This design comes from an exercise in tuning for a short achievable clock period and few clock cycles per item on the open sky130 flow, not from production work.
In this exercise RTL edits were held to simulation tests only and were not proved equivalent to the original.
The clock cells of runs 2 and 3 come from the design's own scripts or RTL, not from TritonCTS.
The clock input has no modelled driver; a real chip could not lean on it and would need a root buffer or a full tree.
Power and IR drop assume default switching activity.

$ cat design/flow/constraint.sdc
create_clock -name core_clock -period 3.0 [get_ports {clock}]
set_input_delay 0.6000 -clock core_clock [delete_from_list [all_inputs] [get_ports {clock}]]
set_output_delay 0.6000 -clock core_clock [all_outputs]
set_load 0.01 [all_outputs]
$ cat design/flow/config.mk
export PLATFORM = sky130hd
export DESIGN_NAME = selective_repeat_receive_window
export DESIGN_NICKNAME = selective_repeat_receive_window
export VERILOG_FILES = /design/flow/design.v
export SDC_FILE = /design/flow/constraint.sdc
export NUM_CORES = 4
export LEC_CHECK = 0
export ABC_CLOCK_PERIOD_IN_PS = 1500
export CAP_MARGIN = 20
export CORE_MARGIN = 2
export CORE_UTILIZATION = 40
export CTS_CLUSTER_DIAMETER = 60
export CTS_CLUSTER_SIZE = 30
export SETUP_SLACK_MARGIN = 1.2
export SLEW_MARGIN = 20
export TNS_END_PERCENT = 10
$ cat design/flow/design.v
`timescale 1ns / 1ps
package srrw_pkg;
   localparam int SLOTS        = 31;
   localparam int WINDOW       = 5;
   localparam int SEQ_W    = 16;
   localparam int HANDLE_W = 32;
   localparam int LEN_W    = 10;
   localparam int HEAD_W   = 24;
   localparam int KIND_W   = 2;
   localparam int BLK_W    = 6;
   localparam logic [HEAD_W-1:0] FIN_WORD = 24'h46494E;
   localparam logic [KIND_W-1:0] KIND_ACK = 2'd0;
   localparam logic [KIND_W-1:0] KIND_REL = 2'd1;
   localparam logic [KIND_W-1:0] KIND_FIN = 2'd2;
   localparam int PAIR_W   = HANDLE_W + LEN_W;
endpackage
`timescale 1ns / 1ps
module srrw_front (
   input  logic                                clock,
   input  logic                                reset,
   input  logic                                acc,
   input  logic [srrw_pkg::SEQ_W-1:0]          req_seq_value,
   input  logic [srrw_pkg::HEAD_W-1:0]         req_head_bytes,
   output logic                                take,
   output logic                                fin,
   output logic [srrw_pkg::SLOTS-1:0]          s_oh
);
   logic        opened_ff, finished_ff;
   logic [63:0] blk_dec;
   always_comb begin
      blk_dec = 64'd1 << req_seq_value[srrw_pkg::SEQ_W-1 -: srrw_pkg::BLK_W];
      for (int i = 0; i < srrw_pkg::SLOTS; i++) begin
         s_oh[i] = blk_dec[i] | blk_dec[i + 31] | ((i < 2) ? blk_dec[(i + 62) % 64] : 1'b0);
      end
   end
   assign fin  = opened_ff && (req_head_bytes == srrw_pkg::FIN_WORD);
   assign take = acc && !finished_ff;
   always_ff @(posedge clock) begin
      if (reset) begin
         opened_ff   <= 1'b0;
         finished_ff <= 1'b0;
      end else if (take) begin
         opened_ff <= 1'b1;
         if (fin) begin
            finished_ff <= 1'b1;
         end
      end
   end
endmodule
`timescale 1ns / 1ps
module srrw_queue (
   input  logic                         clock,
   input  logic                         reset,
   input  logic                         load,
   input  logic                         hold,
   input  logic                         fin,
   input  logic                         last,
   input  logic [srrw_pkg::SEQ_W-1:0]   seq,
   output logic                         v_ff,
   output logic                         fin_ff,
   output logic                         last_ff,
   output logic [srrw_pkg::SEQ_W-1:0]   seq_ff
);
   always_ff @(posedge clock) begin
      if (reset) begin
         v_ff <= 1'b0;
      end else begin
         v_ff <= v_ff ? hold : load;
      end
   end
   always_ff @(posedge clock) begin
      if (!v_ff) begin
         fin_ff  <= fin;
         last_ff <= last;
         seq_ff  <= seq;
      end
   end
endmodule
`timescale 1ns / 1ps
module srrw_back (
   input  logic                          clock,
   input  logic                          reset,
   input  logic                          take,
   input  logic                          fin,
   input  logic [srrw_pkg::SLOTS-1:0]    s_oh,
   input  logic [srrw_pkg::SEQ_W-1:0]    seq,
   input  logic [srrw_pkg::PAIR_W-1:0]   pair,
   input  logic                          rsp_stall,
   output logic                          stall_ff,
   output logic                          rsp_valid,
   output logic [srrw_pkg::KIND_W-1:0]   rsp_kind,
   output logic [srrw_pkg::SEQ_W-1:0]    rsp_ack_seq,
   output logic [srrw_pkg::HANDLE_W-1:0] rsp_out_handle,
   output logic [srrw_pkg::LEN_W-1:0]    rsp_out_len,
   output logic                          rsp_last
);
   localparam int S = srrw_pkg::SLOTS;
   localparam int P = srrw_pkg::PAIR_W;
   logic                        rel_ff, rel_in;
   logic [S-1:0]                ptr_ff;
   logic [S-1:0]                pend_ff;
   logic [srrw_pkg::WINDOW-2:0] cnt_ff;    
   logic                        pn_ff;
   logic                        out_v;
   logic [srrw_pkg::KIND_W-1:0] out_kind;
   logic [srrw_pkg::SEQ_W-1:0]  out_seq;
   logic [P-1:0]                out_pair;
   logic                        out_last;
   logic                        sk_v, sk_fin, sk_last;
   logic [srrw_pkg::SEQ_W-1:0]  sk_seq;
   logic                        hold, hit, dat, adv, last_rel, sk_in;
   logic [S-1:0]                ptr_r1, ptr_r2;
   logic [P-1:0]                rd;
   assign ptr_r1 = {ptr_ff[S-2:0], ptr_ff[S-1]};
   assign ptr_r2 = {ptr_ff[S-3:0], ptr_ff[S-1:S-2]};
   assign hold     = out_v && rsp_stall;
   assign hit      = |(s_oh & ptr_ff);
   assign dat      = take && !fin;
   assign adv      = rel_ff && !sk_v && !hold;
   assign last_rel = cnt_ff[srrw_pkg::WINDOW-2] || !pn_ff;
   assign rel_in   = rel_ff ? !(adv && last_rel) : (dat && hit);
   assign sk_in    = sk_v ? hold : (take && hold);
   logic [P-1:0] st [S];
   genvar g;
   generate
      for (g = 0; g < S; g++) begin : g_st
         logic [P-1:0] st_ff;
         always_ff @(posedge clock) begin
            if (dat && s_oh[g]) begin
               st_ff <= pair;
            end
         end
         assign st[g] = st_ff;
      end
   endgenerate
   always_comb begin
      rd = '0;
      for (int i = 0; i < S; i++) begin
         rd = rd | (st[i] & {P{ptr_ff[i]}});
      end
   end
   always_ff @(posedge clock) begin
      if (reset) begin
         rel_ff   <= 1'b0;
         stall_ff <= 1'b0;
         ptr_ff   <= {{(S-1){1'b0}}, 1'b1};
         pend_ff  <= '0;
         cnt_ff   <= '0;
         pn_ff    <= 1'b0;
      end else begin
         rel_ff   <= rel_in;
         stall_ff <= rel_in || sk_in;
         if (adv) begin
            pn_ff   <= |(ptr_r2 & pend_ff);
            cnt_ff  <= {cnt_ff[srrw_pkg::WINDOW-3:0], 1'b1};
            pend_ff <= pend_ff & ~ptr_ff;
            ptr_ff  <= ptr_r1;
         end else if (dat) begin
            pn_ff  <= |(ptr_r1 & pend_ff);
            cnt_ff <= '0;
            if (!hit) begin
               pend_ff <= pend_ff | s_oh;
            end
         end
      end
   end
   srrw_queue u_queue (
      .clock   (clock),
      .reset   (reset),
      .load    (take && hold),
      .hold    (hold),
      .fin     (fin),
      .last    (fin || !hit),
      .seq     (fin ? {srrw_pkg::SEQ_W{1'b0}} : seq),
      .v_ff    (sk_v),
      .fin_ff  (sk_fin),
      .last_ff (sk_last),
      .seq_ff  (sk_seq)
   );
   always_ff @(posedge clock) begin
      if (reset) begin
         out_v <= 1'b0;
      end else if (!hold) begin
         out_v <= sk_v || rel_ff || take;
      end
   end
   always_ff @(posedge clock) begin
      if (!hold) begin
         if (sk_v) begin
            out_kind <= sk_fin ? srrw_pkg::KIND_FIN : srrw_pkg::KIND_ACK;
            out_seq  <= sk_seq;
            out_pair <= '0;
            out_last <= sk_last;
         end else if (rel_ff) begin
            out_kind <= srrw_pkg::KIND_REL;
            out_seq  <= '0;
            out_pair <= rd;
            out_last <= last_rel;
         end else begin
            out_kind <= fin ? srrw_pkg::KIND_FIN : srrw_pkg::KIND_ACK;
            out_seq  <= fin ? {srrw_pkg::SEQ_W{1'b0}} : seq;
            out_pair <= '0;
            out_last <= fin || !hit;
         end
      end
   end
   assign rsp_valid      = out_v;
   assign rsp_kind       = out_kind;
   assign rsp_ack_seq    = out_seq;
   assign rsp_out_handle = out_pair[P-1 -: srrw_pkg::HANDLE_W];
   assign rsp_out_len    = out_pair[srrw_pkg::LEN_W-1:0];
   assign rsp_last       = out_last;
endmodule
`timescale 1ns / 1ps
module selective_repeat_receive_window (
   input  logic                clock,
   input  logic                reset,
   input  logic                req_valid,
   output logic                req_stall,
   input  logic [srrw_pkg::SEQ_W-1:0]    req_seq_value,
   input  logic [srrw_pkg::HANDLE_W-1:0] req_payload_handle,
   input  logic [srrw_pkg::LEN_W-1:0]    req_payload_len,
   input  logic [srrw_pkg::HEAD_W-1:0]   req_head_bytes,
   output logic                rsp_valid,
   input  logic                rsp_stall,
   output logic [srrw_pkg::KIND_W-1:0]   rsp_kind,
   output logic [srrw_pkg::SEQ_W-1:0]    rsp_ack_seq,
   output logic [srrw_pkg::HANDLE_W-1:0] rsp_out_handle,
   output logic [srrw_pkg::LEN_W-1:0]    rsp_out_len,
   output logic                rsp_last
);
   logic                        stall_ff, take, fin;
   logic [srrw_pkg::SLOTS-1:0]  s_oh;
   assign req_stall = stall_ff;
   srrw_front u_front (
      .clock          (clock),
      .reset          (reset),
      .acc            (req_valid && !stall_ff),
      .req_seq_value  (req_seq_value),
      .req_head_bytes (req_head_bytes),
      .take           (take),
      .fin            (fin),
      .s_oh           (s_oh)
   );
   srrw_back u_back (
      .clock          (clock),
      .reset          (reset),
      .take           (take),
      .fin            (fin),
      .s_oh           (s_oh),
      .seq            (req_seq_value),
      .pair           ({req_payload_handle, req_payload_len}),
      .rsp_stall      (rsp_stall),
      .stall_ff       (stall_ff),
      .rsp_valid      (rsp_valid),
      .rsp_kind       (rsp_kind),
      .rsp_ack_seq    (rsp_ack_seq),
      .rsp_out_handle (rsp_out_handle),
      .rsp_out_len    (rsp_out_len),
      .rsp_last       (rsp_last)
   );
endmodule
$ cat design/flow/run.sh
#!/bin/bash
# synth_recipe.tcl (not shown) runs the flow's synth.tcl, then flattens the netlist and writes it again
# the make line also repeats each setting of config.mk as NAME=value (left out here)
make -C /OpenROAD-flow-scripts/flow DESIGN_CONFIG=/design/flow/config.mk WORK_HOME=/design/flow/orfs CLKGATE_MAP_FILE= SYNTH_SCRIPT=/design/flow/synth_recipe.tcl finish
==> run summary, run 1 <==
- The endpoint identified for the worst register-to-register timing path is u_back.g_st[15].st_ff[10]$_DFFE_PP_.
- In this run the critical register-to-register path is launched from u_front.opened_ff$_SDFFE_PP0P_.
- Timing would allow up to ~450 MHz.
- The time the worst path needs with I/O delays and setup is 2.217 ns.
- The number of cells on the worst reg-to-reg path is 12.
- The type of origin of the critical path is a register.
- Dividing total power by cell area gives a power density of between 500 and 600 mW/mm^2.
- The netlist area before placement is between 0.05 and 0.06 mm^2.
- From bottom edge to top edge, the die measures 366.5 um.
- Data on the critical path arrives at its endpoint at between 1.5 and 2 ns.
- The end of the critical path is rsp_last.
- The region available for standard cell placement spans 0.1310 mm^2.
- The portion of synthesized area spent on multiplexers is less than 1%.
- The critical path endpoint category is an output port.
- The total wirelength of the detailed-routed design is around 210000 um.
- The congestion estimate from routability-driven global placement came to 0.8776.
- The setup path with the least slack is of type register to output port.
- The count of unresolved DRC violations after routing is 0.
- The horizontal extent of the die is ~370 um.
- After the first detailed-routing iteration, the DRC count stood at around 6.8k.
- The number of flops mapped to enable cells by yosys is around 1.4k.
- The number of buffers and inverters on the critical path is 1.
- The synthesized flop and latch total is between 1k and 1.5k.
- For this design, the slowest cell found on the critical path is sky130_fd_sc_hd__clkdlybuf4s50_1.
- After synthesis, the largest area contributor takes up between 70% and 80% of total cell area.
- The most common cell after layout, fill and taps aside is sky130_fd_sc_hd__edfxtp_1.
- The global-route wire length before repair is 273800 um.
- The number of library cell types mapped by synthesis is 63.
- The first detailed-routing pass took 14 iterations.
- The clock arrives with 0.04832 ns of skew.
- Of all nets on the critical path, the largest fanout is 1.
- The worst slew margin relative to its limit is a little over two fifths.
- The static leakage is about 23 nW.
- The register area share after synthesis is between 80% and 90%.
- STA puts the critical path data required time at approximately 2.4 ns.
- Port buffering added about 150 buffers.
- Across every metal layer, demand over resource in global routing totals between 20% and 30%.
- When the netlist entered floorplanning its net count stood at roughly 3k.
- Including well taps, the total number of placed cells is about 4.9k.
- The post-synthesis cell type with the largest combined area is sky130_fd_sc_hd__edfxtp_1.
- The count of pins over their slew limit is 0.
- The run finished with no timing, DRC or antenna violations.
- The share of post-route cells with drive strength above 1 is between 20 and 30%.
- Leaving out fill and tap cells, the most frequent cells in the layout are sky130_fd_sc_hd__edfxtp_1, sky130_fd_sc_hd__buf_4, sky130_fd_sc_hd__a22o_1.
- Synthesis handed over a netlist of between 2k and 3k instances.
- The kind of cell with the highest combined delay along the critical path is buffers and inverters.
- The synthesized netlist devotes between 10% and 20% of its cell area to compound gates.
- The count of H-tree levels built during CTS is 3.
- The xor/xnor cell area share of the yosys netlist is less than 1%.
- The critical path starts at u_back.out_last$_DFFE_PN_.
- The later pin in the worst-skew pair is clocked with a latency of ~0.74 ns.
- The critical path goes through clkdlybuf4s50_1.
- The number of clock buffers inserted by TritonCTS is 99.
- Row generation in the floorplan step produced about 130 rows.
- The wire length per cell after detailed routing is about 40 um.
- After synthesis, the largest family of logic cells by area is compound AO/OA/AOI/OAI gates.
- The share of async-settable or async-resettable flops after synthesis is 0%.
- Power comes to 0.03939 W.
- The post-detailed-route count of antenna-violating nets is 0.
- TritonCTS built the clock tree.
- The clock tree root buffer cell is sky130_fd_sc_hd__clkbuf_16.
- After global routing the overflow that remains totals 0.
- The delay of the slowest cell on the worst path is 0.54 ns.
- The max-cap check violation count is 0.
- The synthesized netlist devotes 0% of its cell area to adder and majority cells.
- The slew at the pin with the worst max-slew slack is around 0.84 ns.
- The tightest min-delay check is of the input port to register type.
- In this run the number of cells on the critical path is 1.
- For this design, the sink count on the clock tree is 1454.
- Among all flip-flop cells after synthesis, the most frequent one is sky130_fd_sc_hd__edfxtp_1.
- After the flow finishes, the layout carries non-filler instances totaling 5405.
- The maximum number of pins on one net before global-route repair is around 40.
- The setup violation total in the final timing report is 0.
- A synthesized cell averages approximately 18 um^2.
- The die footprint is ~0.13 mm^2.
- The starting utilization of the core area is about 40%.
- The number of top-level pins is approximately 150.
- Relative to the synthesized area, the layout overhead comes to 30.39%.
- The initial antenna violation count is 10.
- The Yosys step of the flow raised 4 warnings.
- The worst supply voltage drop on vdd is roughly 0.51 mV.
- After legalization and detailed placement, the total HPWL measured 100600 um.
- The period utilization is between 70% and 80%.
- The simple logic cell fraction of the synthesized area is 4.468%.
- The final-stage net count is roughly 3.6k.
- Cells fill 52.34% of the core in the end.
- For flop-to-flop paths, the worst setup slack is 0.80 ns.
- Setup repair after global routing could not meet its margin everywhere.
- After clock tree synthesis, the clock-pin slew on the worst setup and hold paths is around 0.080 ns.
- The count of endpoints failing hold in the final timing report is 0.
- The total via count after detailed routing is 35.85k.
- The via count of the first global-routing pass was approximately 33k.
- The maximum clock path buffer count is 3.
- The post-detailed-route via-to-cell ratio is roughly 6.6.
- By area the synthesized netlist is led by sky130_fd_sc_hd__edfxtp_1, sky130_fd_sc_hd__a22o_1, sky130_fd_sc_hd__a221oi_1.
- The number of buffers inserted for hold repair after clock tree synthesis is 0.
-- where the power goes --
| part | switching, W | internal, W |
|---|---|---|
| combinational | 0.000945 | 0.000578 |
| sequential | 0.0000874 | 0.0224 |
| clock | 0.00841 | 0.00698 |
-- stage by stage --
stage | TNS [ns] | hold WS, ns | setup WS [ns] | cell area [um^2]
after floorplan | 0 | 0.4321 | 0.08541 | 53010
after global placement | -118.69 | 0.4370 | -0.5395 | 59220
after detailed placement | -105.07 | 0.4540 | -0.2872 | 59250
after CTS | 0 | 0.4186 | 0.7379 | 65890
after global routing | 0 | 0.3671 | 0.7557 | 68540
final | 0 | 0.3574 | 0.7827 | 68540
-- cell usage after synthesis (2+ instances only) --
| master | count |
|---|---|
| sky130_fd_sc_hd__nor2_1 | 67 |
| sky130_fd_sc_hd__buf_2 | 6 |
| sky130_fd_sc_hd__nor3_1 | 61 |
| sky130_fd_sc_hd__edfxtp_1 | 1381 |
| sky130_fd_sc_hd__a32o_1 | 3 |
| sky130_fd_sc_hd__a222oi_1 | 44 |
| sky130_fd_sc_hd__nand4_1 | 70 |
| sky130_fd_sc_hd__nand3_1 | 110 |
| sky130_fd_sc_hd__mux2i_1 | 3 |
| sky130_fd_sc_hd__and2_1 | 19 |
| sky130_fd_sc_hd__o21ai_0 | 17 |
| sky130_fd_sc_hd__a31oi_1 | 2 |
| sky130_fd_sc_hd__nand2_1 | 96 |
| sky130_fd_sc_hd__nor4_1 | 3 |
| sky130_fd_sc_hd__clkbuf_1 | 129 |
| sky130_fd_sc_hd__inv_1 | 4 |
| sky130_fd_sc_hd__o31ai_1 | 8 |
| sky130_fd_sc_hd__nor4bb_1 | 5 |
| sky130_fd_sc_hd__a22oi_1 | 201 |
| sky130_fd_sc_hd__a21oi_1 | 42 |
| sky130_fd_sc_hd__nand2b_1 | 8 |
| sky130_fd_sc_hd__a221oi_1 | 208 |
| sky130_fd_sc_hd__nor2b_1 | 7 |
| sky130_fd_sc_hd__o211ai_1 | 2 |
| sky130_fd_sc_hd__a32oi_1 | 3 |
| sky130_fd_sc_hd__or2_2 | 3 |
| sky130_fd_sc_hd__nor3b_1 | 3 |
| sky130_fd_sc_hd__mux2_2 | 2 |
| sky130_fd_sc_hd__buf_6 | 4 |
| sky130_fd_sc_hd__o31ai_2 | 4 |
| sky130_fd_sc_hd__buf_1 | 59 |
| sky130_fd_sc_hd__dfxtp_1 | 73 |
| sky130_fd_sc_hd__o21ai_1 | 4 |
| sky130_fd_sc_hd__a22o_1 | 225 |
-- timing repair --
item | in CTS | in global routing
setup endpoints to repair | 1478 | 1465
resized for setup | 147 | 202
buffers inserted | 133 | 144
pin swaps | 31 | 76
cloned | 25 | 12
-- per-layer routing --
metal | vias to the layer above | GRT usage [%] | wire length (um)
met1 | 18120 | 39.56 | 74110
met4 | 2 | 14.67 | 14520
met2 | 3452 | 45.12 | 93970
met5 | - | 0 | 18
met3 | 644 | 6.477 | 30980
li1 | 13640 | - | -
-- worst min-delay path by stage --
stage / depth (start not counted) / to / start / slack (ns)
after floorplan: 2 / u_back.cnt_ff[2]$_SDFFE_PP0P_ / u_back.cnt_ff[1]$_SDFFE_PP0P_ / 0.43
after global placement: 2 / u_back.cnt_ff[1]$_SDFFE_PP0P_ / u_back.cnt_ff[0]$_SDFFE_PP0P_ / 0.44
after detailed placement: 2 / u_back.cnt_ff[2]$_SDFFE_PP0P_ / u_back.cnt_ff[1]$_SDFFE_PP0P_ / 0.45
after CTS: 2 / u_back.out_seq[12]$_DFFE_PN_ / req_seq_value[12] / 0.42
after global routing: 3 / u_back.out_v$_SDFFE_PP0N_ / req_valid / 0.37
final: 3 / u_back.out_v$_SDFFE_PP0N_ / req_valid / 0.36
-- state kept, by name, indices dropped and copies added, names as in the netlist, 2 cells and up --
signal and flops:
u_back.u_queue.seq_ff 16, u_back.ptr_ff 31, u_back.out_kind 2, u_back.g_st.st_ff 1302, u_back.out_seq 16, u_back.cnt_ff 4
u_back.pend_ff 31, u_back.out_pair 42
-- final cells by class --
class,instances,area [um^2]
tap,1755,2196
multi-input combinational,1247,10120
antenna,4,10.01
timing repair buffer,753,9433
inverter,5,18.77
fill,10280,62420
clock buffer,105,2531
sequential,1454,43050
clock inverter,82,1184
-- logic make-up (layout without fill, tap and decap cells) --
kind of cell | count (synthesis) | in the layout
DFF | 1454 | 1454
AOI/OAI and AO/OA | 776 | 776
and+or+nand+nor | 463 | 463
buffers and inverters | 204 | 945
muxes | 6 | 6
xor gates and xnor gates | 2 | 2
other | 0 | 4
Testbench counts, summed over its fixed seeds: cycles 14,337, packets 8,000.
==> inputs of run 2 (changes only) <==
--- a/design/flow/design.v
+++ b/design/flow/design.v
@@ -84,4 +84,5 @@
    input  logic                          fin,
    input  logic [srrw_pkg::SLOTS-1:0]    s_oh,
+   input  logic [srrw_pkg::BLK_W-1:0]    blk,
    input  logic [srrw_pkg::SEQ_W-1:0]    seq,
    input  logic [srrw_pkg::PAIR_W-1:0]   pair,
@@ -102,4 +103,7 @@
    logic [srrw_pkg::WINDOW-2:0] cnt_ff;    
    logic                        pn_ff;
+   logic [4:0]                  c0_ff;
+   logic [5:0]                  c1_ff;
+   logic [6:0]                  c2_ff;
    logic                        out_v;
    logic [srrw_pkg::KIND_W-1:0] out_kind;
@@ -111,9 +115,11 @@
    logic                        hold, hit, dat, adv, last_rel, sk_in;
    logic [S-1:0]                ptr_r1, ptr_r2;
-   logic [P-1:0]                rd;
+   logic [P-1:0]                rd0, rd1, rd0_ff, rd1_ff, wb_pair;
+   logic                        adv_ff;
+   logic [S-1:0]                wb_we;
    assign ptr_r1 = {ptr_ff[S-2:0], ptr_ff[S-1]};
    assign ptr_r2 = {ptr_ff[S-3:0], ptr_ff[S-1:S-2]};
    assign hold     = out_v && rsp_stall;
-   assign hit      = |(s_oh & ptr_ff);
+   assign hit      = (blk == {1'b0, c0_ff}) || (blk == c1_ff) || ({1'b0, blk} == c2_ff);
    assign dat      = take && !fin;
    assign adv      = rel_ff && !sk_v && !hold;
@@ -121,4 +127,16 @@
    assign rel_in   = rel_ff ? !(adv && last_rel) : (dat && hit);
    assign sk_in    = sk_v ? hold : (take && hold);
+   always_ff @(posedge clock) begin
+      if (reset) begin
+         wb_we <= '0;
+      end else if (!stall_ff) begin
+         wb_we <= dat ? s_oh : '0;
+      end
+   end
+   always_ff @(posedge clock) begin
+      if (!stall_ff) begin
+         wb_pair <= pair;
+      end
+   end
    logic [P-1:0] st [S];
    genvar g;
@@ -127,6 +145,6 @@
          logic [P-1:0] st_ff;
          always_ff @(posedge clock) begin
-            if (dat && s_oh[g]) begin
-               st_ff <= pair;
+            if (wb_we[g]) begin
+               st_ff <= wb_pair;
             end
          end
@@ -135,8 +153,15 @@
    endgenerate
    always_comb begin
-      rd = '0;
+      rd0 = '0;
+      rd1 = '0;
       for (int i = 0; i < S; i++) begin
-         rd = rd | (st[i] & {P{ptr_ff[i]}});
-      end
+         rd0 = rd0 | (st[i] & {P{ptr_ff[i]}});
+         rd1 = rd1 | (st[i] & {P{ptr_r1[i]}});
+      end
+   end
+   always_ff @(posedge clock) begin
+      rd0_ff <= rd0;
+      rd1_ff <= rd1;
+      adv_ff <= adv;
    end
    always_ff @(posedge clock) begin
@@ -145,4 +170,7 @@
          stall_ff <= 1'b0;
          ptr_ff   <= {{(S-1){1'b0}}, 1'b1};
+         c0_ff    <= 5'd0;
+         c1_ff    <= 6'd31;
+         c2_ff    <= 7'd62;
          pend_ff  <= '0;
          cnt_ff   <= '0;
@@ -156,4 +184,7 @@
             pend_ff <= pend_ff & ~ptr_ff;
             ptr_ff  <= ptr_r1;
+            c0_ff   <= (c0_ff == 5'd30) ? 5'd0 : c0_ff + 5'd1;
+            c1_ff   <= (c1_ff == 6'd61) ? 6'd31 : c1_ff + 6'd1;
+            c2_ff   <= (c2_ff == 7'd92) ? 7'd62 : c2_ff + 7'd1;
          end else if (dat) begin
             pn_ff  <= |(ptr_r1 & pend_ff);
@@ -195,5 +226,5 @@
             out_kind <= srrw_pkg::KIND_REL;
             out_seq  <= '0;
-            out_pair <= rd;
+            out_pair <= !cnt_ff[0] ? wb_pair : adv_ff ? rd1_ff : rd0_ff;
             out_last <= last_rel;
          end else begin
@@ -249,4 +280,5 @@
       .fin            (fin),
       .s_oh           (s_oh),
+      .blk            (req_seq_value[srrw_pkg::SEQ_W-1 -: srrw_pkg::BLK_W]),
       .seq            (req_seq_value),
       .pair           ({req_payload_handle, req_payload_len}),
==> design/flow/flow/run.sh (new file) <==
#!/bin/bash
# Own layout flow: the standard ORFS flow (standard.sh) with two changes.
#  - Ports are buffered with buf_4 cells instead of the smallest buffer in the library.
#  - The clock tree comes from flow/mycts.tcl, sourced before CTS in place of TritonCTS: the
#    clock port drives four root buffers, each root drives the leaf buffers of a quadrant, each
#    leaf buffer drives a cluster of about 20 nearby flip-flops.
# Everything else (synthesis, floorplan, placement, timing repair, routing, finishing) is the
# standard flow. The make output goes to standard.log; each ORFS step keeps its own log under
# orfs/logs.
set -euo pipefail
W=$(pwd)
bash standard.sh finish \
   "PRE_CTS_TCL=$W/flow/mycts.tcl" \
   "BUFFER_PORTS_ARGS=-buffer_cell sky130_fd_sc_hd__buf_4" > "$W/standard.log" 2>&1
==> design/flow/flow/mycts.tcl (new file) <==
# Two-level clock tree in place of TritonCTS: the clock port drives four root buffers, one per
# quadrant of the sinks; each root drives the leaf buffers of its quadrant; each leaf buffer
# drives a cluster of nearby flip-flops. Sourced as PRE_CTS_TCL, it replaces the
# clock_tree_synthesis command that cts.tcl then calls.
if { ![info exists ::env(MYCTS_LEAF)] } { set ::env(MYCTS_LEAF) 20 }
if { ![info exists ::env(MYCTS_LEAF_BUF)] } { set ::env(MYCTS_LEAF_BUF) sky130_fd_sc_hd__clkbuf_16 }
if { ![info exists ::env(MYCTS_ROOT_BUF)] } { set ::env(MYCTS_ROOT_BUF) sky130_fd_sc_hd__clkbuf_16 }

proc mycts_split { items {frac 0.5} } {
  # items: list of {x y iterm}; split along the longer side, the first part taking frac of them
  set xs [lmap i $items { lindex $i 0 }]
  set ys [lmap i $items { lindex $i 1 }]
  set w [expr { [tcl::mathfunc::max {*}$xs] - [tcl::mathfunc::min {*}$xs] }]
  set h [expr { [tcl::mathfunc::max {*}$ys] - [tcl::mathfunc::min {*}$ys] }]
  set k [expr { $w >= $h ? 0 : 1 }]
  set s [lsort -real -index $k $items]
  set n [expr { int(round([llength $s] * $frac)) }]
  return [list [lrange $s 0 [expr { $n - 1 }]] [lrange $s $n end]]
}

proc mycts_cluster { items maxn } {
  # clusters of at most maxn items, as few as that allows, of near equal size
  set n [llength $items]
  set k [expr { ($n + $maxn - 1) / $maxn }]
  if { $k <= 1 } { return [list $items] }
  set k1 [expr { $k / 2 }]
  set out {}
  foreach part [mycts_split $items [expr { double($k1) / $k }]] {
    lappend out {*}[mycts_cluster $part $maxn]
  }
  return $out
}

proc mycts_centroid { items } {
  set sx 0.0
  set sy 0.0
  foreach i $items {
    set sx [expr { $sx + [lindex $i 0] }]
    set sy [expr { $sy + [lindex $i 1] }]
  }
  set n [llength $items]
  return [list [expr { int($sx / $n) }] [expr { int($sy / $n) }]]
}

proc mycts_buffer { block master name x y innet outnet } {
  set inst [odb::dbInst_create $block $master $name]
  set w [[$inst getMaster] getWidth]
  set h [[$inst getMaster] getHeight]
  $inst setLocation [expr { $x - $w / 2 }] [expr { $y - $h / 2 }]
  $inst setPlacementStatus PLACED
  [$inst findITerm A] connect $innet
  [$inst findITerm X] connect $outnet
  return $inst
}

rename clock_tree_synthesis tritoncts_clock_tree_synthesis
proc clock_tree_synthesis { args } {
  set db [ord::get_db]
  set block [ord::get_db_block]
  set clk [$block findNet clock]
  set leafm [$db findMaster $::env(MYCTS_LEAF_BUF)]
  set rootm [$db findMaster $::env(MYCTS_ROOT_BUF)]
  set sinks {}
  foreach it [$clk getITerms] {
    set inst [$it getInst]
    set loc [$inst getLocation]
    set m [$inst getMaster]
    set x [expr { [lindex $loc 0] + [$m getWidth] / 2 }]
    set y [expr { [lindex $loc 1] + [$m getHeight] / 2 }]
    lappend sinks [list $x $y $it]
  }
  puts "mycts: [llength $sinks] sinks"
  # quadrants of equal sink count, then leaf clusters inside each
  set quads {}
  foreach half [mycts_split $sinks] {
    lappend quads {*}[mycts_split $half]
  }
  set nleaf 0
  set q 0
  foreach quad $quads {
    set rootnet [odb::dbNet_create $block "clknet_root_$q"]
    $rootnet setSigType CLOCK
    set leaves {}
    foreach cl [mycts_cluster $quad $::env(MYCTS_LEAF)] {
      set c [mycts_centroid $cl]
      set net [odb::dbNet_create $block "clknet_leaf_$nleaf"]
      $net setSigType CLOCK
      foreach s $cl {
        set it [lindex $s 2]
        $it disconnect
        $it connect $net
      }
      mycts_buffer $block $leafm "clkbuf_leaf_$nleaf" [lindex $c 0] [lindex $c 1] $rootnet $net
      lappend leaves $c
      incr nleaf
    }
    set rc [mycts_centroid $leaves]
    mycts_buffer $block $rootm "clkbuf_root_$q" [lindex $rc 0] [lindex $rc 1] $clk $rootnet
    incr q
  }
  puts "mycts: 4 roots, $nleaf leaves"
  global_connect
  set_propagated_clock [all_clocks]
}
==> design/flow/standard.sh (new file) <==
#!/bin/bash
# synth_recipe.tcl (not shown) runs the flow's synth.tcl, then flattens the netlist and writes it again
# the make line also repeats each setting of config.mk as NAME=value (left out here)
make -C /OpenROAD-flow-scripts/flow DESIGN_CONFIG=/design/flow/config.mk WORK_HOME=/design/flow/orfs CLKGATE_MAP_FILE= SYNTH_SCRIPT=/design/flow/synth_recipe.tcl "${@:-finish}"
--- a/design/flow/config.mk
+++ b/design/flow/config.mk
@@ -6,11 +6,9 @@
 export NUM_CORES = 4
 export LEC_CHECK = 0
-export ABC_CLOCK_PERIOD_IN_PS = 1500
+export ABC_CLOCK_PERIOD_IN_PS = 1200
 export CAP_MARGIN = 20
 export CORE_MARGIN = 2
 export CORE_UTILIZATION = 40
-export CTS_CLUSTER_DIAMETER = 60
-export CTS_CLUSTER_SIZE = 30
-export SETUP_SLACK_MARGIN = 1.2
+export SETUP_SLACK_MARGIN = 1.4
 export SLEW_MARGIN = 20
 export TNS_END_PERCENT = 10
removed: design/flow/run.sh
==> run summary, run 2 <==
- The adder and majority gate portion of the synthesized area came to 0.1147% (+0.11 points).
- The horizontal extent of the die is 408.5 um (+11%).
- The number of buffers inserted for hold repair after clock tree synthesis is 0 (unchanged).
- The core region area is 0.1626 mm^2 (+24%).
- The post-synthesis cell type with the largest combined area is sky130_fd_sc_hd__edfxtp_1.
- The final hold slack is 0.1807 ns (-0.1767 ns).
- The xor/xnor cell area share of the yosys netlist is 0.4282% (+0.39 points).
- The top cell types in the final layout, fill and taps aside, are sky130_fd_sc_hd__edfxtp_1, sky130_fd_sc_hd__a22oi_1, sky130_fd_sc_hd__buf_4.
- In this run the critical register-to-register path is launched from u_back.ptr_ff[7]$_SDFFE_PP0P_.
- The combined flip-flop and latch cell area is 0.04714 mm^2 (+9.5%).
- The relative contribution of combinational cells to total power came to 2.8% (-1.1 points).
- The via count of the first global-routing pass came to 47.57k (+45%).
- In the post-synthesis netlist, the biggest area contributors are sky130_fd_sc_hd__edfxtp_1, sky130_fd_sc_hd__a22oi_1, sky130_fd_sc_hd__dfxtp_1.
- The die span in y is 408.5 um (+11%).
- The clock tree skew after final layout is 0.03161 ns (-0.01672 ns).
- The number of buffers inserted by port buffering came to 148 (unchanged).
- The number of top-level pins was 149 (unchanged).
- The initial antenna violation count is 10 (unchanged).
- The total via count after detailed routing is 51.26k (+43%).
- The kind of critical path is register to register.
- The gate count after technology mapping was 4317 (+49%).
- The setup violation total in the final timing report is 0 (unchanged).
- The worst endpoint data arrival time is 2.49 ns (+0.87 ns).
- The share of async-settable or async-resettable flops after synthesis is 0% (unchanged).
- The worst slew margin relative to its limit is 27.86% (-16 points).
- The count of endpoints failing hold in the final timing report is 0 (unchanged).
- STA classifies the critical path endpoint as a register.
- The number of warnings printed during yosys synthesis is 4 (unchanged).
- The worst hold path belongs to the class input port to register.
- Setup repair after global routing could not meet its margin everywhere.
- The global-route wire length before repair is 392700 um (+43%).
- The share of total power in sequential cells is 65.7% (+8.6 points).
- The clock latency at the later pin of the worst-skew pair is 0.59 ns (-0.15 ns).
- The most used flip-flop cell after synthesis is sky130_fd_sc_hd__edfxtp_1.
- The number of library cell types mapped by synthesis is 57 (-9.5%).
- The power after layout came to 0.03845 W (-2.4%).
- The total wirelength of the detailed-routed design is 298200 um (+40%).
- The period utilization is 67.93% (-6.0 points).
- The mux contribution to synthesized area is 0.6422% (+0.50 points).
- The starting utilization of the core area is 40.26% (+0.12 points).
- The maximum number of pins on one net before global-route repair is 63 (+54%).
- The placed cell area was 0.06997 mm^2 (+18%).
- The final RePlAce weighted congestion is 0.9119 (+3.9%).
- The detailed-placement wirelength estimate is 135400 um (+35%).
- The synthesized flop and latch total is 1630 (+12%).
- The internal power consumption is 0.03042 W (+1.6%).
- The fraction of post-synthesis cell area in the top cell type by area is 65.28% (-14 points).
- The clock group share of total power is 31.5% (-7.6 points).
- The overall fraction of global-route tracks in use is 33.40% (+4.0 points).
- The register area share after synthesis was 71.61% (-10 points).
- After synthesis, the largest family of logic cells by area is compound AO/OA/AOI/OAI gates.
- The complex-gate fraction of the synthesized area is 18.06% (+5.9 points).
- The source of the critical timing path is u_back.ptr_ff[7]$_SDFFE_PP0P_.
- By instance count, the leading cell after synthesis is sky130_fd_sc_hd__edfxtp_1.
- The areal power density over the cells is 491.3 mW/mm^2 (-15%).
- The wire length per cell after detailed routing is 43.36 um (+9.7%).
- The count of TritonRoute iterations in the first routing pass is 14 (unchanged).
- The total of fill cells in the finished design is 13.81k (+34%).
- The final-stage net count is 4791 (+31%).
- The simple logic cell fraction of the synthesized area is 6.170% (+1.7 points).
- The area growth from synthesis to final layout is 19.54%.
- The static leakage is 25.35 nW (+12%).
- The slew at the pin with the worst max-slew slack is 1.082 ns (+0.2427 ns).
- The net switching fraction of the power is 20.87% (-3.1 points).
- The run finished with no timing, DRC or antenna violations.
- The share of post-route cells with drive strength above 1 came to 22.18% (-5.9 points).
- The area occupied by multi-input gates was 0.01750 mm^2 (+73%).
- The violation count after the first detailed-routing iteration is 11.58k (+69%).
- The post-route core utilization is 48.13% (-4.2 points).
- The clock transition at the registers of the reported paths is 0.09 ns (about the same).
- The post-detailed-route via-to-cell ratio was 7.454 (+12%).
- The count of pins over their slew limit came to 0 (unchanged).
- The most common cell after layout, fill and taps aside is sky130_fd_sc_hd__edfxtp_1.
- The number of cell rows is 148 (+11%).
- The total nets after synthesis is 4409 (+47%).
- The cell depth of the worst hold path is 1 (-2).
- The max-cap check violation count is 0 (unchanged).
- The setup total negative slack came to 0 ns (unchanged).
- The number of cells on the worst reg-to-reg path is 6 (-6).
- The global route total overflow was 0 (unchanged).
- The time the worst path needs with I/O delays and setup is 2.038 ns (-0.1794 ns).
- The worst setup path is launched from a register.
- The netlist area before placement was 0.06546 mm^2 (+25%).
- The register with the most flip-flops is u_back.g_st.st_ff.
- The mean cell area of the mapped netlist is 15.16 um^2 (-16%).
- By count the netlist is led by sky130_fd_sc_hd__edfxtp_1, sky130_fd_sc_hd__a22oi_1, sky130_fd_sc_hd__nand3_1.
- The maximum fanout encountered on the critical timing path is 6 (+5).
- The required time at the endpoint of the critical path was 3.46 ns (+1.06 ns).
- The post-route standard cell area excluding fillers is 0.07825 mm^2 (+14%).
- The peak clock frequency supported by timing is 490.7 MHz (+8.8%).
- The worst supply voltage drop on vdd is 0.6077 mV (+20%).
- The flip-flop count of the largest register after layout is 1302 (unchanged).
- The startpoint identified for the worst hold timing path is req_payload_handle[24].
- The number of flops mapped to enable cells by yosys is 1423 (+3.0%).
- The die footprint is 0.1669 mm^2 (+24%).
- The count of unresolved DRC violations after routing is 0 (unchanged).
- The switching component of the power is 0.008026 W (-15%).
- The post-detailed-route count of antenna-violating nets is 0 (unchanged).
## run 2: routing by layer
| layer | wire (um) | track usage, % | vias up |
|---|---|---|---|
| met4 | 26060 | 21.29 | 10 |
| met1 | 99400 | 43.78 | 25090 |
| met5 | 174 | 0 | - |
| met2 | 119800 | 47.42 | 5733 |
| met3 | 52720 | 11.18 | 1490 |
| li1 | - | - | 18940 |
## run 2: critical path: stages, from the launching register on
cell	delay [ns]
sky130_fd_sc_hd__dfxtp_4	0.45
sky130_fd_sc_hd__buf_12	0.20
sky130_fd_sc_hd__buf_6	0.17
sky130_fd_sc_hd__buf_4	0.15
sky130_fd_sc_hd__a222oi_1	0.37
sky130_fd_sc_hd__nand3_1	0.13
sky130_fd_sc_hd__or4_1	0.42
## run 2: layout make-up
class                   instances  area share, %
flip-flops and latches       1630          60.23
multi-input cells            2300          22.36
repair buffers                666          10.95
well taps                    2175          3.478
plain buffers                  88          2.814
inverters                      10         0.1135
repair inverters                3        0.03198
diodes                          5        0.01599
## run 2: final timing paths
kind                                                       to  slack (ns)
worst min register to register  u_back.cnt_ff[3]$_SDFFE_PP0P_        0.47
worst max-delay path                u_back.rd1_ff[38]$_DFF_P_        0.96
worst max register to register      u_back.rd1_ff[38]$_DFF_P_        0.96
worst min-delay path             u_back.wb_pair[34]$_DFFE_PN_        0.18
## run 2: through the flow
| stage | setup slack, ns | std cells |
|---|---|---|
| finish | 0.9622 | 6877 |
| global route | 0.9668 | 6874 |
| CTS | 1.076 | 6788 |
| detailed placement | 0.5182 | 6455 |
| global placement | 0.5477 | 6455 |
| floorplan | 0.9804 | 4317 |
## run 2: power groups by stage
| stage | combinational, W | sequential [W] | clock, W |
|---|---|---|---|
| 3_5_place_dp | 0.000960 | 0.0258 | 0 |
| 5_1_grt | 0.00113 | 0.0253 | 0.0128 |
| 3_3_place_gp | 0.000946 | 0.0258 | 0 |
| 6_report | 0.00108 | 0.0253 | 0.0121 |
| 2_1_floorplan | 0.000327 | 0.0258 | 0 |
| 4_1_cts | 0.00104 | 0.0252 | 0.0120 |
## run 2: kinds of logic after synthesis
| group | count (synthesis) |
|---|---|
| buffers and inverters | 388 |
| XOR/XNOR | 32 |
| multiplexers | 42 |
| AND/OR/NAND/NOR | 746 |
| adder cells (fa/ha/maj) | 6 |
| AO/OA/AOI/OAI | 1473 |
| flip-flops | 1630 |
## run 2: timing repair
item	4_1_cts	5_1_grt
cloned	35	14
pin swaps	66	77
buffers inserted	210	70
gates resized for setup	223	123
setup endpoints to repair	446	407
Testbench counts of run 2, summed over its fixed seeds: cycles 14,337, packets 8,000.
==> inputs of run 3 (changes only) <==
--- a/design/flow/design.v
+++ b/design/flow/design.v
@@ -89,4 +89,5 @@
    input  logic                          rsp_stall,
    output logic                          stall_ff,
+   output logic                          ready_ff,
    output logic                          rsp_valid,
    output logic [srrw_pkg::KIND_W-1:0]   rsp_kind,
@@ -98,13 +99,13 @@
    localparam int S = srrw_pkg::SLOTS;
    localparam int P = srrw_pkg::PAIR_W;
+   localparam int G = 4;                   
    logic                        rel_ff, rel_in;
    logic [S-1:0]                ptr_ff;
    logic [S-1:0]                pend_ff;
    logic [srrw_pkg::WINDOW-2:0] cnt_ff;    
-   logic                        pn_ff;
    logic [4:0]                  c0_ff;
    logic [5:0]                  c1_ff;
    logic [6:0]                  c2_ff;
-   logic                        out_v;
+   logic                        out_v, out_nv;
    logic [srrw_pkg::KIND_W-1:0] out_kind;
    logic [srrw_pkg::SEQ_W-1:0]  out_seq;
@@ -113,27 +114,50 @@
    logic                        sk_v, sk_fin, sk_last;
    logic [srrw_pkg::SEQ_W-1:0]  sk_seq;
-   logic                        hold, hit, dat, adv, last_rel, sk_in;
+   logic                        hold, hit, dat, adv, last_rel, sk_in, run_end;
    logic [S-1:0]                ptr_r1, ptr_r2;
-   logic [P-1:0]                rd0, rd1, rd0_ff, rd1_ff, wb_pair;
-   logic                        adv_ff;
+   logic [P-1:0]                wb_pair;
    logic [S-1:0]                wb_we;
+   logic [S-1:0]                rp_ff;     
+   logic [3:0]                  idx_ff;    
+   logic [P-1:0]                a_part [G];
+   logic [P-1:0]                a_part_ff [G];
+   logic [3:0]                  a_idx_ff;
+   logic                        a_byp_ff;
+   logic [P-1:0]                a_bpair_ff;
+   logic [P-1:0]                b_data;
+   logic [P-1:0]                pre_ff [4];
+   logic [3:0]                  pp_ff;     
+   logic [3:0]                  pp_in;
+   logic [P-1:0]                pre_sel;
+   logic                        pp_sel;
    assign ptr_r1 = {ptr_ff[S-2:0], ptr_ff[S-1]};
    assign ptr_r2 = {ptr_ff[S-3:0], ptr_ff[S-1:S-2]};
-   assign hold     = out_v && rsp_stall;
+   assign hold     = !out_nv && rsp_stall;
    assign hit      = (blk == {1'b0, c0_ff}) || (blk == c1_ff) || ({1'b0, blk} == c2_ff);
    assign dat      = take && !fin;
    assign adv      = rel_ff && !sk_v && !hold;
-   assign last_rel = cnt_ff[srrw_pkg::WINDOW-2] || !pn_ff;
-   assign rel_in   = rel_ff ? !(adv && last_rel) : (dat && hit);
+   always_comb begin
+      pre_sel = '0;
+      pp_sel  = pp_ff[0];
+      for (int k = 1; k <= 4; k++) begin
+         if (cnt_ff[k-1] && (k == 4 || !cnt_ff[k % 4])) begin
+            pre_sel = pre_ff[k-1];
+            pp_sel  = (k == 4) ? 1'b0 : pp_ff[k % 4];
+         end
+      end
+   end
+   assign last_rel = !pp_sel;
+   assign run_end  = adv && last_rel;
+   assign rel_in   = rel_ff ? !run_end : (dat && hit);
    assign sk_in    = sk_v ? hold : (take && hold);
    always_ff @(posedge clock) begin
       if (reset) begin
          wb_we <= '0;
-      end else if (!stall_ff) begin
-         wb_we <= dat ? s_oh : '0;
+      end else begin
+         wb_we <= (ready_ff && dat) ? s_oh : '0;
       end
    end
    always_ff @(posedge clock) begin
-      if (!stall_ff) begin
+      if (ready_ff) begin
          wb_pair <= pair;
       end
@@ -153,15 +177,47 @@
    endgenerate
    always_comb begin
-      rd0 = '0;
-      rd1 = '0;
-      for (int i = 0; i < S; i++) begin
-         rd0 = rd0 | (st[i] & {P{ptr_ff[i]}});
-         rd1 = rd1 | (st[i] & {P{ptr_r1[i]}});
+      for (int j = 0; j < G; j++) begin
+         a_part[j] = '0;
+         for (int i = 8 * j; i < 8 * j + 8 && i < S; i++) begin
+            a_part[j] = a_part[j] | (st[i] & {P{rp_ff[i]}});
+         end
       end
    end
    always_ff @(posedge clock) begin
-      rd0_ff <= rd0;
-      rd1_ff <= rd1;
-      adv_ff <= adv;
+      for (int j = 0; j < G; j++) begin
+         a_part_ff[j] <= a_part[j];
+      end
+      a_idx_ff   <= idx_ff;
+      a_byp_ff   <= |(wb_we & rp_ff);
+      a_bpair_ff <= wb_pair;
+   end
+   always_comb begin
+      b_data = '0;
+      for (int j = 0; j < G; j++) begin
+         b_data = b_data | a_part_ff[j];
+      end
+      if (a_byp_ff) begin
+         b_data = a_bpair_ff;
+      end
+   end
+   always_ff @(posedge clock) begin
+      for (int k = 0; k < 4; k++) begin
+         if (a_idx_ff[k]) begin
+            pre_ff[k] <= b_data;
+         end
+      end
+   end
+   always_comb begin
+      for (int k = 0; k < 4; k++) begin
+         pp_in[k] = 1'b0;
+         for (int i = 0; i < S; i++) begin
+            pp_in[k] = pp_in[k] | ((pend_ff[i] | wb_we[i]) & ptr_ff[(i + S - 1 - k) % S]);
+         end
+      end
+   end
+   always_ff @(posedge clock) begin
+      if (!rel_ff) begin
+         pp_ff <= pp_in;
+      end
    end
    always_ff @(posedge clock) begin
@@ -169,5 +225,8 @@
          rel_ff   <= 1'b0;
          stall_ff <= 1'b0;
+         ready_ff <= 1'b1;
          ptr_ff   <= {{(S-1){1'b0}}, 1'b1};
+         rp_ff    <= {{(S-2){1'b0}}, 2'b10};
+         idx_ff   <= 4'b0001;
          c0_ff    <= 5'd0;
          c1_ff    <= 6'd31;
@@ -175,10 +234,21 @@
          pend_ff  <= '0;
          cnt_ff   <= '0;
-         pn_ff    <= 1'b0;
       end else begin
          rel_ff   <= rel_in;
          stall_ff <= rel_in || sk_in;
+         ready_ff <= !(rel_in || sk_in);
+         if (rel_ff) begin
+            if (run_end) begin
+               rp_ff  <= ptr_r2;
+               idx_ff <= 4'b0001;
+            end else begin
+               rp_ff  <= {rp_ff[S-2:0], rp_ff[S-1]};
+               idx_ff <= {idx_ff[2:0], 1'b0};
+            end
+         end else if (dat && hit) begin
+            rp_ff  <= {rp_ff[S-2:0], rp_ff[S-1]};
+            idx_ff <= 4'b0010;
+         end
          if (adv) begin
-            pn_ff   <= |(ptr_r2 & pend_ff);
             cnt_ff  <= {cnt_ff[srrw_pkg::WINDOW-3:0], 1'b1};
             pend_ff <= pend_ff & ~ptr_ff;
@@ -187,9 +257,8 @@
             c1_ff   <= (c1_ff == 6'd61) ? 6'd31 : c1_ff + 6'd1;
             c2_ff   <= (c2_ff == 7'd92) ? 7'd62 : c2_ff + 7'd1;
-         end else if (dat) begin
-            pn_ff  <= |(ptr_r1 & pend_ff);
-            cnt_ff <= '0;
-            if (!hit) begin
-               pend_ff <= pend_ff | s_oh;
+         end else begin
+            pend_ff <= pend_ff | (wb_we & ~ptr_ff);
+            if (dat) begin
+               cnt_ff <= '0;
             end
          end
@@ -211,7 +280,9 @@
    always_ff @(posedge clock) begin
       if (reset) begin
-         out_v <= 1'b0;
+         out_v  <= 1'b0;
+         out_nv <= 1'b1;
       end else if (!hold) begin
-         out_v <= sk_v || rel_ff || take;
+         out_v  <= sk_v || rel_ff || take;
+         out_nv <= !(sk_v || rel_ff || take);
       end
    end
@@ -226,5 +297,5 @@
             out_kind <= srrw_pkg::KIND_REL;
             out_seq  <= '0;
-            out_pair <= !cnt_ff[0] ? wb_pair : adv_ff ? rd1_ff : rd0_ff;
+            out_pair <= cnt_ff[0] ? pre_sel : wb_pair;
             out_last <= last_rel;
          end else begin
@@ -261,5 +332,5 @@
    output logic                rsp_last
 );
-   logic                        stall_ff, take, fin;
+   logic                        stall_ff, ready_ff, take, fin;
    logic [srrw_pkg::SLOTS-1:0]  s_oh;
    assign req_stall = stall_ff;
@@ -267,5 +338,5 @@
       .clock          (clock),
       .reset          (reset),
-      .acc            (req_valid && !stall_ff),
+      .acc            (req_valid && ready_ff),
       .req_seq_value  (req_seq_value),
       .req_head_bytes (req_head_bytes),
@@ -285,4 +356,5 @@
       .rsp_stall      (rsp_stall),
       .stall_ff       (stall_ff),
+      .ready_ff       (ready_ff),
       .rsp_valid      (rsp_valid),
       .rsp_kind       (rsp_kind),
--- a/design/flow/config.mk
+++ b/design/flow/config.mk
@@ -10,5 +10,5 @@
 export CORE_MARGIN = 2
 export CORE_UTILIZATION = 40
-export SETUP_SLACK_MARGIN = 1.4
+export SETUP_SLACK_MARGIN = 1.25
 export SLEW_MARGIN = 20
-export TNS_END_PERCENT = 10
+export TNS_END_PERCENT = 100
==> run summary, run 3 <==
- The count of TritonRoute iterations in the first routing pass is 8 (-6).
- sky130_fd_sc_hd__edfxtp_1 is the most common cell in the netlist.
- The number of buffers inserted by port buffering is 148 (unchanged).
- The fraction of post-synthesis cell area in the top cell type by area came to 69.22% (+3.9 points).
- The total via count after detailed routing is 41.27k (-19%).
- The final RePlAce weighted congestion is 0.9288 (+1.9%).
- The worst setup path is launched from a register.
- The netlist area before placement was 0.06919 mm^2 (+5.7%).
- The post-detailed-route count of antenna-violating nets is 0 (unchanged).
- For hold timing, the worst endpoint is u_back.wb_pair[5]$_DFFE_PP_.
- The mean cell area of the mapped netlist is 16.44 um^2 (+8.4%).
- Leaving out fill and tap cells, the most frequent cell in the layout is sky130_fd_sc_hd__edfxtp_1.
- The cell depth of the worst hold path is 1 (unchanged).
- The time the worst path needs with I/O delays and setup is 1.960 ns (-0.07785 ns).
- The endpoint of the lowest-slack register-to-register path is u_back.rp_ff[16]$_SDFFE_PP0P_.
- The synthesized flop and latch total came to 1968 (+21%).
- The global route total overflow is 0 (unchanged).
- The core region area came to 0.1717 mm^2 (+5.6%).
- The die span in y is 419.9 um (+2.8%).
- The number of top-level pins is 149 (unchanged).
- The count of pins over their slew limit is 0 (unchanged).
- The max-cap check violation count is 0 (unchanged).
- Grouping stages by cell kind, the critical path spends the most delay in compound AO/OA/AOI/OAI gates.
- The beginning of the worst hold path is req_payload_len[5].
- The post-layout worst setup margin is 1.040 ns (+0.07786 ns).
- The wire length per cell after detailed routing is 31.85 um (-27%).
- The maximum number of pins on one net before global-route repair is 87 (+38%).
- The number of library cell types mapped by synthesis came to 59 (+3.5%).
- The global-route wire length before repair was 296200 um (-25%).
- The clock tree skew after final layout is 0.03465 ns (+0.003045 ns).
- The total wirelength of the detailed-routed design came to 216700 um (-27%).
- The worst slew margin relative to its limit was 23.19% (-4.7 points).
- The setup violation total in the final timing report came to 0 (unchanged).
- The gate count after technology mapping is 4208 (-2.5%).
- The count of unresolved DRC violations after routing is 0 (unchanged).
- The via count of the first global-routing pass is 38.85k (-18%).
- The post-synthesis cell type with the largest combined area is sky130_fd_sc_hd__edfxtp_1.
- The run finished with no timing, DRC or antenna violations.
- The register area share after synthesis was 80.02% (+8.4 points).
- The total nets after synthesis is 4300 (-2.5%).
- The slowest stage of the critical path is the sky130_fd_sc_hd__a221o_1 cell.
- The overall fraction of global-route tracks in use is 23.43% (-10 points).
- The largest registers in the layout are u_back.g_st.st_ff x1302, u_back.a_part_ff x168, u_back.pre_ff x168.
- The initial antenna violation count is 13 (+3).
- The pre-CTS setup slack is 0.4323 ns (-0.08583 ns).
- The power after layout is 0.04569 W (+19%).
- The number of flops mapped to enable cells by yosys is 1595 (+12%).
- The delay of the slowest cell on the worst path is 0.41 ns (-0.04 ns).
- The final-stage net count is 4586 (-4.3%).
- The reg2reg setup slack is 1.04 ns (+0.08 ns).
- The worst reg2reg path startpoint is u_back.cnt_ff[0]$_SDFFE_PP0P_.
- The final hold slack is 0.1744 ns (-0.006331 ns).
- The type of the tightest min-delay check is input port to register.
- The worst endpoint data arrival time is 2.45 ns (-0.04 ns).
- The flip-flop count of the largest register after layout is 1302 (unchanged).
- The register with the most flip-flops is u_back.g_st.st_ff.
- The number of cells on the worst reg-to-reg path is 6 (unchanged).
- Ranked by instance count, the synthesized netlist is headed by sky130_fd_sc_hd__edfxtp_1, sky130_fd_sc_hd__a22oi_1, sky130_fd_sc_hd__dfxtp_1.
- The starting utilization of the core area is 40.29% (about the same).
- The violation count after the first detailed-routing iteration is 6012 (-48%).
- The period utilization came to 65.33% (-2.6 points).
- The setup total negative slack was 0 ns (unchanged).
- The peak clock frequency supported by timing came to 510.2 MHz (+4.0%).
- By area the synthesized netlist is led by sky130_fd_sc_hd__edfxtp_1, sky130_fd_sc_hd__dfxtp_1, sky130_fd_sc_hd__a22oi_1.
- From synthesis to final layout, the design area changed by 14.09%.
- The number of buffers inserted for hold repair after clock tree synthesis was 0 (unchanged).
- The share of post-route cells with drive strength above 1 is 18.08% (-4.1 points).
- The count of endpoints failing hold in the final timing report was 0 (unchanged).
- The critical path in this run is classified as register to register.
- The horizontal extent of the die was 419.9 um (+2.8%).
- Setup repair after global routing could not meet its margin everywhere.
- The areal power density over the cells was 578.8 mW/mm^2 (+18%).
- The top cell types in the final layout, fill and taps aside, are sky130_fd_sc_hd__edfxtp_1, sky130_fd_sc_hd__a22oi_1, sky130_fd_sc_hd__buf_4.
- The post-route core utilization was 45.96% (-2.2 points).
- The maximum fanout encountered on the critical timing path was 30 (+24).
- The clock transition at the registers of the reported paths was 0.09 ns (about the same).
- The critical path endpoint category is a register.
- The number of warnings printed during yosys synthesis is 7 (+3).
- The number of cell rows is 152 (+2.7%).
- The most used flip-flop cell after synthesis is sky130_fd_sc_hd__edfxtp_1.
- The static leakage came to 25.18 nW (-0.69%).
- Traced cell by cell, the critical path runs through mux2_4 > a221o_1 > buf_12 > o21ai_1 > a21oi_1 > mux2_2.
- The worst supply voltage drop on vdd is 0.6625 mV (+9.0%).
- The slew at the pin with the worst max-slew slack is 1.140 ns (+0.05800 ns).
- The share of async-settable or async-resettable flops after synthesis is 0% (unchanged).
- The number of buffers and inverters on the critical path came to 1 (-2).
- The die footprint came to 0.1763 mm^2 (+5.6%).
- The clock latency at the later pin of the worst-skew pair was 0.62 ns (+0.03 ns).
- The detailed-placement wirelength estimate is 128600 um (-5.1%).
- The required time at the endpoint of the critical path is 3.49 ns (+0.03 ns).
- The post-detailed-route via-to-cell ratio is 6.067 (-19%).
run 3: cell count changes in the layout (fill, tap and decap cells not counted), moves of 61 or more:
cell | previous run | this run
sky130_fd_sc_hd__a221oi_1 | 74 | 4
sky130_fd_sc_hd__a221oi_2 | 103 | 17
sky130_fd_sc_hd__a22o_1 | 198 | 19
sky130_fd_sc_hd__a22oi_1 | 805 | 597
sky130_fd_sc_hd__buf_12 | 136 | 27
sky130_fd_sc_hd__buf_4 | 393 | 327
sky130_fd_sc_hd__dfxtp_1 | 131 | 283
sky130_fd_sc_hd__edfxtp_1 | 1423 | 1595
sky130_fd_sc_hd__nand3_1 | 266 | 81
sky130_fd_sc_hd__o21ai_0 | 7 | 169
sky130_fd_sc_hd__or4_1 | 62 | 1
run 3: metal layers:
layer	GRT usage [%]	share of wire, %
met5	0	0.011
met4	5.475	3.2
met3	4.773	12
met2	36.25	45
met1	34.01	40
run 3: layout make-up:
class | instances | area (um^2)
Fill cell | 14680 | 92800
Sequential cell | 1968 | 55620
Multi-Input combinational cell | 1958 | 13480
Timing Repair Buffer | 448 | 4278
Tap cell | 2310 | 2890
Buffer | 104 | 2603
Inverter | 13 | 65.06
Timing Repair inverter | 1 | 6.256
Antenna cell | 1 | 2.502
run 3: repair_timing:
item,CTS,global route
buffers inserted,34,43
cloned,8,3
setup endpoints to repair,784,246
pin swaps,10,60
gates resized for setup,166,131
run 3: how the worst max path moves through the flow:
stage                                  startpoint                                 to  slack (ns)  cells past startpoint
floorplan                       req_seq_value[10]      u_back.idx_ff[0]$_SDFFE_PP1P_        0.94                      7
global placement                req_head_bytes[9]       u_back.out_seq[12]$_DFFE_PN_        0.51                      7
detailed placement             req_head_bytes[19]       u_back.out_seq[11]$_DFFE_PN_        0.43                      7
CTS                 u_back.cnt_ff[0]$_SDFFE_PP0P_      u_back.rp_ff[16]$_SDFFE_PP0P_        1.03                      6
global route        u_back.cnt_ff[0]$_SDFFE_PP0P_  u_back.out_pair[11]$_SDFFCE_PP0N_        0.98                      9
finish              u_back.cnt_ff[0]$_SDFFE_PP0P_      u_back.rp_ff[16]$_SDFFE_PP0P_        1.04                      6
run 3: kinds of logic (layout without fill, tap and decap cells):
| group | Yosys count | in the layout | share of synthesized area (%) |
|---|---|---|---|
| DFF | 1968 | 1968 | 80.02 |
| AOI/OAI and AO/OA | 1136 | 1136 | 11.44 |
| and+or+nand+nor | 720 | 722 | 5.391 |
| buffers and inverters | 284 | 566 | 1.678 |
| muxes | 64 | 64 | 0.9874 |
| xor gates and xnor gates | 30 | 30 | 0.3798 |
| adders and majority gates | 6 | 6 | 0.1085 |
| other | 0 | 1 | 0 |
run 3: where the power goes:
part           internal [W]  switching, W  leakage (nW)
Combinational      0.000509      0.000897          6.15
Clock               0.00605       0.00791          1.28
Sequential           0.0298      0.000473          17.7
run 3: metrics by stage:
stage                     area, um^2  cells
final                          78940   6803
after global routing           78930   6802
after CTS                      77820   6756
after detailed placement       74130   6610
after global placement         74120   6610
after floorplan                69460   4208
Testbench counts of run 3, summed over its fixed seeds: cycles 14,337, packets 8,000.

static timing again, ports no longer ideal:
The results above use ideal ports. As a check the final layouts listed here were re-extracted and re-timed, cells and wires unchanged.
Step 1: set_driving_cell puts a clkbuf_16 on clock and a buf_2 on each other input, an assumption about the parent block.
Step 2 times the ports against the registers' clock, not the clock port: input delays grow and output delays shrink by t, the midpoint of the rising clock arrivals with the driver on.
a / b / c = ideal / step 1 / step 2; a / b = the first two.
run	t, ns	setup slack, ns	latest minus earliest clock arrival (ns)
run 1	0.789	0.783 / 0.712 / 0.056	0.053 / 0.053
run 2	0.774	0.962 / 0.925 / 0.772	0.038 / 0.037
run 3	0.774	1.040 / 0.963 / 0.503	0.035 / 0.035
After both steps every run listed still meets setup and hold. The setup slack of run 1, which loses most, moves by -0.071 ns with the drivers and by -0.727 ns with both steps.
